From an optimization exercise on the open Yosys and OpenROAD flow, aimed at small area, a short achievable clock period and few clock cycles per item; shortcuts taken in it are not production practice.
Where RTL was checked, it was by simulation tests only, not by an equivalence proof against the original.

cedar:
## ifft_butterfly_stage
module ifft_butterfly_stage #(
   parameter int DW = 16,
   parameter int TW = 16,
   parameter int OW = 18
) (
   input  logic                 clk,
   input  logic                 rst,
   input  logic                 in_valid,
   output logic                 in_ready,
   input  logic signed [DW-1:0] in1_real,
   input  logic signed [DW-1:0] in1_imag,
   input  logic signed [DW-1:0] in2_real,
   input  logic signed [DW-1:0] in2_imag,
   input  logic signed [TW-1:0] twiddle_real,
   input  logic signed [TW-1:0] twiddle_imag,
   output logic                 out_valid,
   input  logic                 out_ready,
   output logic signed [OW-1:0] out1_real,
   output logic signed [OW-1:0] out1_imag,
   output logic signed [OW-1:0] out2_real,
   output logic signed [OW-1:0] out2_imag,
   output logic                 sat
);
Settings: LEC_CHECK=0, CAP_MARGIN=40, CORE_MARGIN=2, CORE_UTILIZATION=55, SETUP_SLACK_MARGIN=4.0, SLEW_MARGIN=60, TNS_END_PERCENT=20; clock period 7.5 ns.
standard.sh (not shown) runs the stock make flow with config.mk's settings and CLKGATE_MAP_FILE= SYNTH_SCRIPT=/design/flow/synth_recipe.tcl, a recipe that flattens the netlist after the stock synthesis.
==> flow/flow/run.sh <==
#!/bin/bash
# Layout flow: the standard flow, with two changes between synthesis and floorplan/placement.
#  1. After the standard synthesis, flow/fixpol.py removes inverters around full-adder cells by
#     complementing full adders (all three inputs and both outputs) and swapping xor2/xnor2
#     cells. Registers, ports and the logic function are unchanged.
#  2. Ports are buffered with buf_4 cells instead of the default delay-buffer cells.
# Each tool's output goes to a log file of its own in this folder.
set -euo pipefail
R=orfs/results/sky130hd/ifft_butterfly_stage/base
bash standard.sh synth > log_synth.txt 2>&1
cp "$R/1_2_yosys.v" synth_standard.v
python3 flow/fixpol.py synth_standard.v "$R/1_2_yosys.v" > log_fixpol.txt 2>&1
export BUFFER_PORTS_ARGS="-buffer_cell sky130_fd_sc_hd__buf_4"
bash standard.sh finish > log_finish.txt 2>&1
Other scripts of this flow, unchanged in this note and not shown: flow/flow/fixpol.py
Testbench counts of cedar, summed over its fixed seeds: cycles 16,024, items 16,000.
### cedar -> oak
diff --git a/flow/config.mk b/flow/config.mk
--- a/flow/config.mk
+++ b/flow/config.mk
@@ -7,7 +7,7 @@
 export LEC_CHECK = 0
-export CAP_MARGIN = 40
+export CAP_MARGIN = 20
 export CORE_MARGIN = 2
 export CORE_UTILIZATION = 55
-export SETUP_SLACK_MARGIN = 4.0
-export SLEW_MARGIN = 60
+export SETUP_SLACK_MARGIN = 4.2
+export SLEW_MARGIN = 20
 export TNS_END_PERCENT = 20
==> comparison <==
On register-to-register slack, oak and cedar are basically level.
As far as number of instances in the placed design is concerned, oak and cedar perform about the same.
cedar ended up with oner_q[0] as its launch point of the critical path; oak ended up with dr1_q[10].
Summary of oak over cedar: cell count up about 0.44%; share of the core filled with cells up 1.5 points.

========
branch cedar:
ifft_butterfly_stage, a different RTL version from the one above (not shown whole).
Size: roughly 3600 cells after synthesis, ~470 flip-flops, about 180 I/O pins, ~41000 um2 of cells after synthesis.
export LEC_CHECK = 0
export CAP_MARGIN = 20
export CORE_MARGIN = 2
export CORE_UTILIZATION = 40
export SLEW_MARGIN = 20
create_clock -name core_clock -period 7.5 [get_ports {clk}]
run.sh (not shown) runs the stock make flow with config.mk's settings and CLKGATE_MAP_FILE= SYNTH_SCRIPT=/design/flow/synth_recipe.tcl, a recipe that flattens the netlist after the stock synthesis.
Stock flow here: none of the scripts above is used.
branch cedar: PASS, flow complete, no timing, DRC or antenna violations
Changes in branch willow relative to branch cedar:
# branch cedar
export LEC_CHECK = 0
export CAP_MARGIN = 20
export CORE_MARGIN = 2
export CORE_UTILIZATION = 40
export SLEW_MARGIN = 20
create_clock -name core_clock -period 7.5 [get_ports {clk}]
# branch willow
export LEC_CHECK = 0
export ABC_CLOCK_PERIOD_IN_PS = 2800
export CAP_MARGIN = 20
export CORE_MARGIN = 2
export CORE_UTILIZATION = 50
export SETUP_SLACK_MARGIN = 4.5
export SLEW_MARGIN = 20
create_clock -name core_clock -period 7.5 [get_ports {clk}]
[summary]
- Number of clock buffers in the layout, branch willow and branch cedar, higher one = branch willow.
- branch willow ends up with a pre-CTS worst setup slack that is 250 ps higher than in branch cedar.
- The higher largest fanout on the critical path of branch willow and branch cedar is in branch cedar.
- [branch willow] peak per-stage delay on the critical path fell 280 ps relative to branch cedar
- Taking branch cedar as the reference, in branch willow net count of the finished layout rose 333, floorplan die area fell 21000 um2.
- Looking at global placement routability congestion, branch willow sits about 3% higher than branch cedar does.
- Between branch cedar and branch willow, global-route wire length before repair increased.
- Comparing branch willow and branch cedar, cell area is lower on branch cedar.
- branch willow vs branch cedar — flop-to-flop setup slack rose 900 ps.
- Going from branch cedar to branch willow, buffer count excluding the clock tree in the final layout grew by more than 100%.
No functional check of the RTL was part of any run of this note.

========
try-amber:
ifft_butterfly_stage, a different RTL version from the one above (not shown whole).
==> flow/design.v (excerpt) <==
module ifft_butterfly_stage #(
   parameter int DW = 16,
   parameter int TW = 16,
   parameter int OW = 18
) (
   input  logic                 clk,
   input  logic                 rst,
   input  logic                 in_valid,
   output logic                 in_ready,
   input  logic signed [DW-1:0] in1_real,
   input  logic signed [DW-1:0] in1_imag,
   input  logic signed [DW-1:0] in2_real,
   input  logic signed [DW-1:0] in2_imag,
   input  logic signed [TW-1:0] twiddle_real,
   input  logic signed [TW-1:0] twiddle_imag,
   output logic                 out_valid,
   input  logic                 out_ready,
   output logic signed [OW-1:0] out1_real,
   output logic signed [OW-1:0] out1_imag,
   output logic signed [OW-1:0] out2_real,
   output logic signed [OW-1:0] out2_imag,
   output logic                 sat
);
Settings: LEC_CHECK=0, CAP_MARGIN=20, CORE_MARGIN=2, CORE_UTILIZATION=62, SETUP_SLACK_MARGIN=4.0, SLEW_MARGIN=20, TNS_END_PERCENT=20; clock period 7.5 ns.
standard.sh (not shown) runs the stock make flow with config.mk's settings and CLKGATE_MAP_FILE= SYNTH_SCRIPT=/design/flow/synth_recipe.tcl, a recipe that flattens the netlist after the stock synthesis.
==> flow/flow/run.sh <==
#!/bin/bash
# Layout flow: the standard flow with three changes.
#  1. Synthesis is the standard flow's synthesis script (synth_recipe.tcl, ORFS synth.tcl) with one change:
#     the final ABC technology mapping uses flow/abc_map.script (ORFS's own mapping passes, then
#     the classic delay-targeted mapper) instead of ORFS's abc_speed.script. Registers are mapped
#     before ABC runs, so they are the same as the standard synthesis's.
#  2. flow/fixpol.py then removes inverters around full-adder cells by complementing full adders
#     (all three inputs and both outputs) and swapping xor2/xnor2 cells. Registers, ports and
#     the logic function are unchanged.
#  3. Ports are buffered with buf_2 cells instead of the default delay-buffer cells.
# Each tool's output goes to a log file of its own in this folder.
set -euo pipefail
R=orfs/results/sky130hd/ifft_butterfly_stage/base
rm -rf synth_scripts
cp -r "$FLOW_HOME/scripts" synth_scripts
chmod -R u+w synth_scripts
cp flow/abc_map.script synth_scripts/abc_speed.script
bash standard.sh SCRIPTS_DIR="$PWD/synth_scripts" synth > log_synth.txt 2>&1
cp "$R/1_2_yosys.v" synth_abc.v
python3 flow/fixpol.py synth_abc.v "$R/1_2_yosys.v" > log_fixpol.txt 2>&1
export BUFFER_PORTS_ARGS="-buffer_cell sky130_fd_sc_hd__buf_2"
bash standard.sh finish > log_finish.txt 2>&1
==> flow/flow/abc_map.script <==
&get -n
&st
&dch
&nf
&st
&syn2
&if -g -K 6
&synch2
&nf
&put
strash
dch -f
map -D 1200
topo
stime -c
buffer -c
upsize -c
dnsize -c
Other scripts of this flow, unchanged in this note and not shown: flow/flow/fixpol.py
try-amber reached the final stage; the timing, DRC and antenna checks on its layout passed.
Testbench counts of try-amber, summed over its fixed seeds: cycles 16,024, items 16,000.
For try-zinc, these inputs were changed with respect to try-amber:
Settings: CORE_UTILIZATION now 55, was 62.
diff --git a/flow/flow/run.sh b/flow/flow/run.sh
--- a/flow/flow/run.sh
+++ b/flow/flow/run.sh
@@ -9,3 +9,3 @@
 #     the logic function are unchanged.
-#  3. Ports are buffered with buf_2 cells instead of the default delay-buffer cells.
+#  3. Ports are buffered with buf_4 cells instead of the default delay-buffer cells.
 # Each tool's output goes to a log file of its own in this folder.
@@ -20,3 +20,3 @@
 python3 flow/fixpol.py synth_abc.v "$R/1_2_yosys.v" > log_fixpol.txt 2>&1
-export BUFFER_PORTS_ARGS="-buffer_cell sky130_fd_sc_hd__buf_2"
+export BUFFER_PORTS_ARGS="-buffer_cell sky130_fd_sc_hd__buf_4"
 bash standard.sh finish > log_finish.txt 2>&1
--- outcome ---
From try-amber to try-zinc the numbers moved as follows: worst setup slack shows an increase of 62 ps, global-route wire length before repair shows no meaningful change.
Taking try-amber as the reference, in try-zinc total wirelength of the detailed-routed design now sits lower, final area fell about 1.2%, critical path depth now larger.
Per the comparison of try-zinc with try-amber, routed length on met1 went up; fmax went up by 1.6%; synthesized cell count did not really move.
Input-level comparison between try-sierra and try-zinc:
diff --git a/flow/flow/run.sh b/flow/flow/run.sh
--- a/flow/flow/run.sh
+++ b/flow/flow/run.sh
@@ -3,5 +3,5 @@
 #  1. Synthesis is the standard flow's synthesis script (synth_recipe.tcl, ORFS synth.tcl) with one change:
-#     the final ABC technology mapping uses flow/abc_map.script (ORFS's own mapping passes, then
-#     the classic delay-targeted mapper) instead of ORFS's abc_speed.script. Registers are mapped
-#     before ABC runs, so they are the same as the standard synthesis's.
+#     the final ABC technology mapping uses flow/abc_map.script (the classic delay-targeted
+#     mapper) instead of ORFS's abc_speed.script. Registers are mapped before ABC runs, so they
+#     are the same as the standard synthesis's.
 #  2. flow/fixpol.py then removes inverters around full-adder cells by complementing full adders
==> flow/flow/abc_map.script <==
strash
dch -f
map -D 1200
topo
stime -c
buffer -c
upsize -c
dnsize -c
==> comparison <==
Compared with try-zinc, in try-sierra count of inverters not on the clock network in the layout saw an increase, number of placement rows saw an increase, clock tree cell share of total cell area saw a decrease.
try-zinc has a lower design area than try-sierra.
Against try-zinc, try-sierra comes in 90 ps higher on reg-to-reg setup timing slack.
Delta (try-sierra minus try-zinc): number of cells on the critical path barely changed, die area climbed about 2.2%.
The worst setup slack after layout in try-sierra sits 85 ps above the value recorded for try-zinc.
Modified inputs, try-yarrow compared to try-sierra
Settings: setting CTS_BUF_LIST to sky130_fd_sc_hd__clkbuf_4 sky130_fd_sc_hd__clkbuf_8 for the first time.
==> flow/flow/run.sh <==
#!/bin/bash
# Layout flow: the standard flow, with two changes between synthesis and floorplan/placement.
#  1. After the standard synthesis, flow/fixpol.py removes inverters around full-adder cells by
#     complementing full adders (all three inputs and both outputs) and swapping xor2/xnor2
#     cells. Registers, ports and the logic function are unchanged.
#  2. Ports are buffered with buf_4 cells instead of the default delay-buffer cells.
# Each tool's output goes to a log file of its own in this folder.
set -euo pipefail
R=orfs/results/sky130hd/ifft_butterfly_stage/base
bash standard.sh synth > log_synth.txt 2>&1
cp "$R/1_2_yosys.v" synth_standard.v
python3 flow/fixpol.py synth_standard.v "$R/1_2_yosys.v" > log_fixpol.txt 2>&1
export BUFFER_PORTS_ARGS="-buffer_cell sky130_fd_sc_hd__buf_4"
bash standard.sh finish > log_finish.txt 2>&1
removed: flow/flow/abc_map.script
Notes after the runs:
Via count of the first global-routing pass | try-yarrow below try-sierra. Non-clock buffer count came out lower on try-yarrow than on try-sierra. try-yarrow and try-sierra ended up with nearly the same worst hold margin.
diff inputs: try-yarrow => try-fjord
Settings: swapping 20 for 40 in CAP_MARGIN; clearing CTS_BUF_LIST, which used to be sky130_fd_sc_hd__clkbuf_4 sky130_fd_sc_hd__clkbuf_8; swapping 20 for 60 in SLEW_MARGIN.
==> flow/flow/run.sh <==
#!/bin/bash
# Layout flow: the standard flow with three changes.
#  1. Synthesis is the standard flow's synthesis script (synth_recipe.tcl, ORFS synth.tcl) with one change:
#     the final ABC technology mapping uses flow/abc_map.script (ORFS's own mapping passes, then
#     the classic delay-targeted mapper) instead of ORFS's abc_speed.script. Registers are mapped
#     before ABC runs, so they are the same as the standard synthesis's.
#  2. flow/fixpol.py then removes inverters around full-adder cells by complementing full adders
#     (all three inputs and both outputs) and swapping xor2/xnor2 cells. Registers, ports and
#     the logic function are unchanged.
#  3. Ports are buffered with buf_4 cells instead of the default delay-buffer cells.
# Each tool's output goes to a log file of its own in this folder.
set -euo pipefail
R=orfs/results/sky130hd/ifft_butterfly_stage/base
rm -rf synth_scripts
cp -r "$FLOW_HOME/scripts" synth_scripts
chmod -R u+w synth_scripts
cp flow/abc_map.script synth_scripts/abc_speed.script
bash standard.sh SCRIPTS_DIR="$PWD/synth_scripts" synth > log_synth.txt 2>&1
cp "$R/1_2_yosys.v" synth_abc.v
python3 flow/fixpol.py synth_abc.v "$R/1_2_yosys.v" > log_fixpol.txt 2>&1
export BUFFER_PORTS_ARGS="-buffer_cell sky130_fd_sc_hd__buf_4"
bash standard.sh finish > log_finish.txt 2>&1
==> flow/flow/abc_map.script (new file) <==
&get -n
&st
&dch
&nf
&st
&syn2
&if -g -K 6
&synch2
&nf
&put
strash
dch -f
map -D 1200
topo
stime -c
buffer -c
upsize -c
dnsize -c
Results
- try-fjord reached the end of the flow, and the finished layout is clean on the timing, DRC and antenna checks.
- Of try-fjord and try-yarrow, it is try-fjord that has the higher length of the first detailed-routing pass in iterations.
- Cmp try-fjord vs try-yarrow: number of global-route vias before repair higher in try-fjord
- Worst hold slack delta (try-fjord -> try-yarrow): insignificant
- Compared to try-yarrow, try-fjord has post-detailed-routing wire length 11000 um higher.
- In the metrics for try-yarrow and try-fjord, the one carrying the higher fraction of the cycle the final worst path needs is try-yarrow.

========
Setup of red:
Another version of the RTL of ifft_butterfly_stage (not shown whole).
Size: roughly 3700 cells after synthesis, about 470 flip-flops, about 42000 µm² of cells after synthesis.
==> flow/design.v (excerpt) <==
module ifft_butterfly_stage #(
   parameter int DW = 16,
   parameter int TW = 16,
   parameter int OW = 18
) (
   input  logic                 clk,
   input  logic                 rst,
   input  logic                 in_valid,
   output logic                 in_ready,
   input  logic signed [DW-1:0] in1_real,
   input  logic signed [DW-1:0] in1_imag,
   input  logic signed [DW-1:0] in2_real,
   input  logic signed [DW-1:0] in2_imag,
   input  logic signed [TW-1:0] twiddle_real,
   input  logic signed [TW-1:0] twiddle_imag,
   output logic                 out_valid,
   input  logic                 out_ready,
   output logic signed [OW-1:0] out1_real,
   output logic signed [OW-1:0] out1_imag,
   output logic signed [OW-1:0] out2_real,
   output logic signed [OW-1:0] out2_imag,
   output logic                 sat
);
clock: 7.5 ns
lec_check: 0
cap_margin: 20
core_margin: 2
core_utilization: 55
setup_slack_margin: 3.9
slew_margin: 20
tns_end_percent: 20
run.sh (not shown) runs the stock make flow with config.mk's settings and CLKGATE_MAP_FILE= SYNTH_SCRIPT=/design/flow/synth_recipe.tcl, a recipe that flattens the netlist after the stock synthesis.
Stock flow here: none of the scripts above is used.
red completed; timing, DRC and antenna clean
Testbench counts of red, summed over its fixed seeds: cycles 16,024, items 16,000.
### red -> blue
Settings: setting ABC_CLOCK_PERIOD_IN_PS to 2000 for the first time.
[summary]
- Sequential area share after synthesis came out exactly the same in red and blue.
- From red to blue the numbers moved as follows: filler-free cell count of the finished design stayed essentially flat.
- Going from red to blue, wire length per cell has remained practically unchanged, setup total negative slack has remained practically unchanged, number of maximum-capacitance violations has remained practically unchanged, effective utilization at floorplan has remained practically unchanged.
- Between blue and red, the core utilization figures differ only marginally.

========
Setup of run A:
RTL: one of the versions met above, not the one the previous note started from.
Size: ~3300 cells after synthesis, about 180 I/O pins, ~39000 um2 of cells after synthesis.
export LEC_CHECK = 0
export CAP_MARGIN = 20
export CORE_MARGIN = 2
export CORE_UTILIZATION = 55
export SETUP_SLACK_MARGIN = 3.9
export SLEW_MARGIN = 20
export TNS_END_PERCENT = 20
create_clock -name core_clock -period 7.5 [get_ports {clk}]
standard.sh (not shown) runs the stock make flow with config.mk's settings and CLKGATE_MAP_FILE= SYNTH_SCRIPT=/design/flow/synth_recipe.tcl, a recipe that flattens the netlist after the stock synthesis.
==> flow/flow/run.sh <==
#!/bin/bash
# Layout flow: the standard flow, with two changes between synthesis and floorplan/placement.
#  1. After the standard synthesis, flow/fixpol.py removes inverters around full-adder cells by
#     complementing full adders (all three inputs and both outputs) and swapping xor2/xnor2
#     cells. Registers, ports and the logic function are unchanged.
#  2. Ports are buffered with buf_4 cells instead of the default delay-buffer cells.
# Each tool's output goes to a log file of its own in this folder.
set -euo pipefail
R=orfs/results/sky130hd/ifft_butterfly_stage/base
bash standard.sh synth > log_synth.txt 2>&1
cp "$R/1_2_yosys.v" synth_standard.v
python3 flow/fixpol.py synth_standard.v "$R/1_2_yosys.v" > log_fixpol.txt 2>&1
export BUFFER_PORTS_ARGS="-buffer_cell sky130_fd_sc_hd__buf_4"
bash standard.sh finish > log_finish.txt 2>&1
Other scripts of this flow, unchanged in this note and not shown: flow/flow/fixpol.py
Run A ended with every stage complete and zero timing, DRC or antenna violations.
Testbench counts of run A, summed over its fixed seeds: cycles 16,024, items 16,000.
Relative to run A, the following input files were edited for run B:
Settings: CORE_UTILIZATION changed from 55 to 60; SETUP_SLACK_MARGIN changed from 3.9 to 4.0.
## What came out
Diff run B..run A | relative area of clock buffers and inverters in the final design | negligible. DRC violation count after routing essentially unchanged between run A and run B. Run A → run B: clock skew now sits higher; number of pins with negative max-slew slack in the final report now sits at about the same level. Between run B and run A, final area is lower for run A, run B comes in above that. Top routing layer in use: met4 -> run B, met5 -> run A.
Setup changes, run B to run C
Settings: CORE_UTILIZATION: 60 -> 55; CTS_BUF_LIST: unset -> sky130_fd_sc_hd__clkbuf_8.
==> notes.md <==
- Run C did not stop at any stage, and its layout met the timing, DRC and antenna checks.
- Between run C and run B, met1 wire length is higher for run C, run B comes in under that.
- For the worst path buffer plus inverter count, run C came in 1 higher than run B did.
- Going from run B to run C, floorplan die width shows an increase of 4.4%; flop-to-flop setup slack went up.
- Looking at critical path startpoint, the oner_q[4]$_DFFE_PP_ result is from run C; the uMult.im_q13_2$_DFFE_PP_ one comes from run B.
- The maximum frequency from static timing analysis of run C exceeds that of run B by 0.0052 GHz.
- Summary — global-route usage over all layers, run C relative to run B: lower, by 2.6 points.
- Run comparison: run C termination of the worst setup path uMult.re_q19_0$_DFFE_PP_; run B termination of the worst setup path pi3_q[6]$_DFFE_PP_
- Compare run C and run B | number of cells traversed by the worst register-to-register path lower: run C
> inputs changed (run C -> run D)
Settings: swapping 20 for 5 in TNS_END_PERCENT; clearing CTS_BUF_LIST, which used to be sky130_fd_sc_hd__clkbuf_8.
### Flow results
- Fmax: run C vs run D, no meaningful difference
- Routed metal-1 wire length of run D is on par with run C.
- Relative to run C, final instance count without filler cells has decreased by about 1.5% in run D.
- Share of cell area taken by multi-input logic gates was lower in run C than in run D.
- Comparing run D and run C, the lower highest fanout seen on the critical path was measured on run C.
- Between run D and run C, the difference in register-to-register slack is negligible.
- Run D against run C: via count went down, sequential cell count did not really move.
Edits applied to the flow inputs when going from run D to run E:
Settings: TNS_END_PERCENT now 20, was 5.
==> flow/flow/run.sh <==
#!/bin/bash
# Layout flow: the standard flow with three changes.
#  1. Synthesis is the standard flow's synthesis script (synth_recipe.tcl, ORFS synth.tcl) with one change:
#     the final ABC technology mapping uses flow/abc_map.script (ORFS's own mapping passes, then
#     the classic delay-targeted mapper) instead of ORFS's abc_speed.script. Registers are mapped
#     before ABC runs, so they are the same as the standard synthesis's.
#  2. flow/fixpol.py then removes inverters around full-adder cells by complementing full adders
#     (all three inputs and both outputs) and swapping xor2/xnor2 cells. Registers, ports and
#     the logic function are unchanged.
#  3. Ports are buffered with buf_4 cells instead of the default delay-buffer cells.
# Each tool's output goes to a log file of its own in this folder.
set -euo pipefail
R=orfs/results/sky130hd/ifft_butterfly_stage/base
rm -rf synth_scripts
cp -r "$FLOW_HOME/scripts" synth_scripts
chmod -R u+w synth_scripts
cp flow/abc_map.script synth_scripts/abc_speed.script
bash standard.sh SCRIPTS_DIR="$PWD/synth_scripts" synth > log_synth.txt 2>&1
cp "$R/1_2_yosys.v" synth_abc.v
python3 flow/fixpol.py synth_abc.v "$R/1_2_yosys.v" > log_fixpol.txt 2>&1
export BUFFER_PORTS_ARGS="-buffer_cell sky130_fd_sc_hd__buf_4"
bash standard.sh finish > log_finish.txt 2>&1
==> flow/flow/abc_map.script (new file) <==
&get -n
&st
&dch
&nf
&st
&syn2
&if -g -K 6
&synch2
&nf
&put
strash
dch -f
map -D 1200
topo
stime -c
buffer -c
upsize -c
dnsize -c
Findings:
Looking at master of the slowest instance on the critical path, the sky130_fd_sc_hd__fa_2 result is from run E; the sky130_fd_sc_hd__fa_1 one comes from run D.
Run comparison: run E launching instance or port of the critical path onei_q[3]$_DFFE_PP_; run D launching instance or port of the critical path onei_q[2]$_DFFE_PP_
Summary of the comparison: number of antenna violations at the first check in global routing is lower in run E, relative to run D.

[static timing again, ports no longer ideal]
Ports are ideal in the flow. The routed layouts listed here were re-timed in OpenROAD.
Step 1, drivers: a clkbuf_16 drives clk and a buf_2 each remaining input, both assumed.
Step 2 times the ports against the registers' clock, not the clock port: input delays grow and output delays shrink by t, the midpoint of the rising clock arrivals with the driver on.
a / b / c = ideal / step 1 / step 2; a / b = the first two.
| run | shift t [ns] | setup slack, ns | worst data-port slew with drivers (ns) |
|---|---|---|---|
| cedar | 0.673 | 3.970 / 3.939 / 3.716 | 0.08 |
| oak | 0.677 | 3.977 / 3.977 / 3.666 | 0.08 |
| branch cedar | 0.694 | 2.493 / 2.493 / 2.493 | 0.07 |
| branch willow | 0.698 | 3.397 / 3.397 / 3.381 | 0.06 |
| try-amber | 0.681 | 3.706 / 3.706 / 3.374 | 0.06 |
| try-zinc | 0.679 | 3.768 / 3.768 / 3.650 | 0.07 |
| try-sierra | 0.689 | 3.853 / 3.853 / 3.618 | 0.06 |
| try-yarrow | 0.749 | 3.671 / 3.671 / 3.199 | 0.07 |
| try-fjord | 0.679 | 3.787 / 3.787 / 3.648 | 0.06 |
| red | 0.701 | 3.774 / 3.774 / 3.333 | 0.06 |
| blue | 0.701 | 3.774 / 3.774 / 3.333 | 0.06 |
| run A | 0.676 | 3.898 / 3.898 / 3.644 | 0.08 |
| run B | 0.688 | 3.871 / 3.871 / 3.751 | 0.08 |
| run C | 0.766 | 3.938 / 3.878 / 3.596 | 0.08 |
| run D | 0.675 | 3.944 / 3.931 / 3.638 | 0.08 |
| run E | 0.691 | 3.778 / 3.778 / 3.530 | 0.07 |
After both steps every run listed still meets setup and hold. For try-yarrow, which loses most, drivers alone change the setup slack by 0.000 ns; drivers and shift together by -0.472 ns.
